What follows belongs to an exercise in optimizing a design on an open flow for small area; a production flow would make more cautious choices. The RTL was checked by simulation tests, not by an equivalence proof against the original design. Power figures rest on the tool's default switching activity, not on a simulated workload.

Design ahb_tgt_mem, start of the top module:
module ahb_tgt_mem #(
  parameter logic [31:0] ADDR_BASE   = 32'h0000_8000,
  parameter int unsigned DEPTH_WORDS = 64,
  parameter int unsigned WAIT_STATES = 2
) (
  input  logic          AFT_CLK,
  input  logic          nRST,
  input  logic          bus_ren,
  input  logic          bus_wen,
  input  logic [31:0]   bus_addr,
  input  logic [31:0]   bus_wdata,
  input  logic [3:0]    bus_strobe,
  output logic [31:0]   bus_rdata,
  output logic          bus_request_stall,
  output logic          bus_error
);
Size: ~4100 cells after synthesis, ~110 I/O pins, roughly 57000 µm² of cells after synthesis.
Settings: LEC_CHECK=0, CAP_MARGIN=0, CORE_MARGIN=2, CORE_UTILIZATION=70, CTS_BUF_LIST=sky130_fd_sc_hd__clkbuf_8, CTS_CLUSTER_DIAMETER=60, CTS_CLUSTER_SIZE=16, SLEW_MARGIN=0; clock period 10.0 ns.
standard.sh (not shown) runs the stock make flow with config.mk's settings and CLKGATE_MAP_FILE= SYNTH_SCRIPT=/design/flow/synth_recipe.tcl, a recipe that flattens the netlist after the stock synthesis.
==> flow/flow/run.sh <==
#!/bin/bash
# Layout flow: the standard flow (standard.sh, unchanged synthesis), with
# layout choices changed through ORFS's own variables:
#  - port buffers are sky130_fd_sc_hd__buf_1 instead of the resizer's default
#    (every input and output port still gets its buffer);
#  - CTS inserts no dummy loads, with its own sink clustering;
# and one step added after placement: flow/downsize.tcl lowers the drive
# strength of logic cells where slew, capacitance and timing allow.
# Each tool's full output goes to the ORFS logs under orfs/logs/ and to the
# *.log files here.
set -euo pipefail
export BUFFER_PORTS_ARGS="-buffer_cell sky130_fd_sc_hd__buf_1"
export CTS_ARGS="-sink_clustering_enable -repair_clock_nets -dont_use_dummy_load -sink_clustering_size 20 -sink_clustering_max_diameter 50 -buf_list sky130_fd_sc_hd__clkbuf_8"
bash standard.sh place > flow_make_place.log 2>&1
R=orfs/results/${FLOW_PLATFORM}/ahb_tgt_mem/base
cp $R/3_place.odb $R/3_place_before_downsize.odb
IN_ODB=$R/3_place_before_downsize.odb IN_SDC=$R/3_place.sdc OUT_ODB=$R/3_place.odb \
  LIB_FILE=$FLOW_HOME/platforms/${FLOW_PLATFORM}/lib/sky130_fd_sc_hd__tt_025C_1v80.lib \
  PLATFORM_DIR=$FLOW_HOME/platforms/${FLOW_PLATFORM} \
  openroad -no_init -exit flow/downsize.tcl > downsize.log 2>&1
touch $R/3_place.odb
bash standard.sh > flow_make.log 2>&1
==> flow/flow/downsize.tcl <==
read_db $::env(IN_ODB)
read_liberty $::env(LIB_FILE)
read_sdc $::env(IN_SDC)
source $::env(PLATFORM_DIR)/setRC.tcl
set_max_transition 1.2 [current_design]
estimate_parasitics -placement
report_design_area
set db [ord::get_db]
set v0 [expr {[sta::max_slew_violation_count] + [sta::max_capacitance_violation_count]}]
puts "violations before: $v0"
set n 0
set saved 0
foreach inst [[ord::get_db_block] getInsts] {
  set m [$inst getMaster]
  set mn [$m getName]
  if {![regexp {^(sky130_fd_sc_hd__[a-z0-9]+)_([0-9]+)$} $mn -> base sz]} continue
  if {$sz <= 1} continue
  if {[regexp {df|clk|dly|tap|conb|fill|decap|probe|lpflow} $base]} continue
  foreach try {1 2} {
    if {$try >= $sz} break
    set nm [$db findMaster ${base}_$try]
    if {$nm eq "NULL"} continue
    set a0 [expr {[$m getWidth] * [$m getHeight]}]
    set a1 [expr {[$nm getWidth] * [$nm getHeight]}]
    if {$a1 >= $a0} continue
    set name [$inst getName]
    replace_cell $name ${base}_$try
    estimate_parasitics -placement
    set v1 [expr {[sta::max_slew_violation_count] + [sta::max_capacitance_violation_count]}]
    if {$v1 > $v0 || [sta::worst_slack_cmd max] < 0.5e-9} {
      replace_cell $name $mn
      estimate_parasitics -placement
    } else {
      incr n
      set saved [expr {$saved + ($a0 - $a1) / 1e6}]
      break
    }
  }
}
puts "downsized $n cells, saved $saved um2"
report_design_area
puts "violations after: [expr {[sta::max_slew_violation_count] + [sta::max_capacitance_violation_count]}]"
report_worst_slack -max
report_worst_slack -min
detailed_placement
check_placement
write_db $::env(OUT_ODB)
The first run passed the timing, design-rule and antenna checks.
Edit:
--- a/flow/flow/downsize.tcl
+++ b/flow/flow/downsize.tcl
@@ -29,3 +29,3 @@
     set v1 [expr {[sta::max_slew_violation_count] + [sta::max_capacitance_violation_count]}]
-    if {$v1 > $v0 || [sta::worst_slack_cmd max] < 0.5e-9} {
+    if {$v1 > $v0 || [sta::worst_slack_cmd max] < 0.5} {
       replace_cell $name $mn
=> The changed run completed with no timing, DRC or antenna violations. Fmax is higher by roughly a tenth. Final area came out higher slightly. Via count is about the same. Worst setup slack gets better by 660 ps. Routed wire length hardly moves. Area after synthesis does not change. Count of clock-buffer cells in the layout is unchanged. Utilization grows by 0.84 points. Combinational power rose by a few percent.

==> re-timing with driven ports <==
Ports are ideal in the flow. The routed layouts listed here were re-timed in OpenROAD.
Step 1, drivers: a clkbuf_16 drives AFT_CLK and a buf_2 each remaining input, both assumed.
Step 2 adds t to the input delays and takes it off the output delays; t is the mean of the earliest and latest rising clock arrival at the registers after step 1. Input paths then give back, and output paths get back, about the clock's delay inside the block.
a / b / c = ideal ports / drivers / drivers and shift; a / b = the first two.
run	t, ns	setup slack, ns	latest minus earliest clock arrival (ns)
the first run	0.840	2.774 / 2.820 / 1.981	0.145 / 0.145
the second run	0.843	3.435 / 3.475 / 2.632	0.145 / 0.145
After both steps setup and hold are still met in every run listed. The setup slack of the second run, which loses most, moves by +0.040 ns with the drivers and by -0.803 ns with both steps.
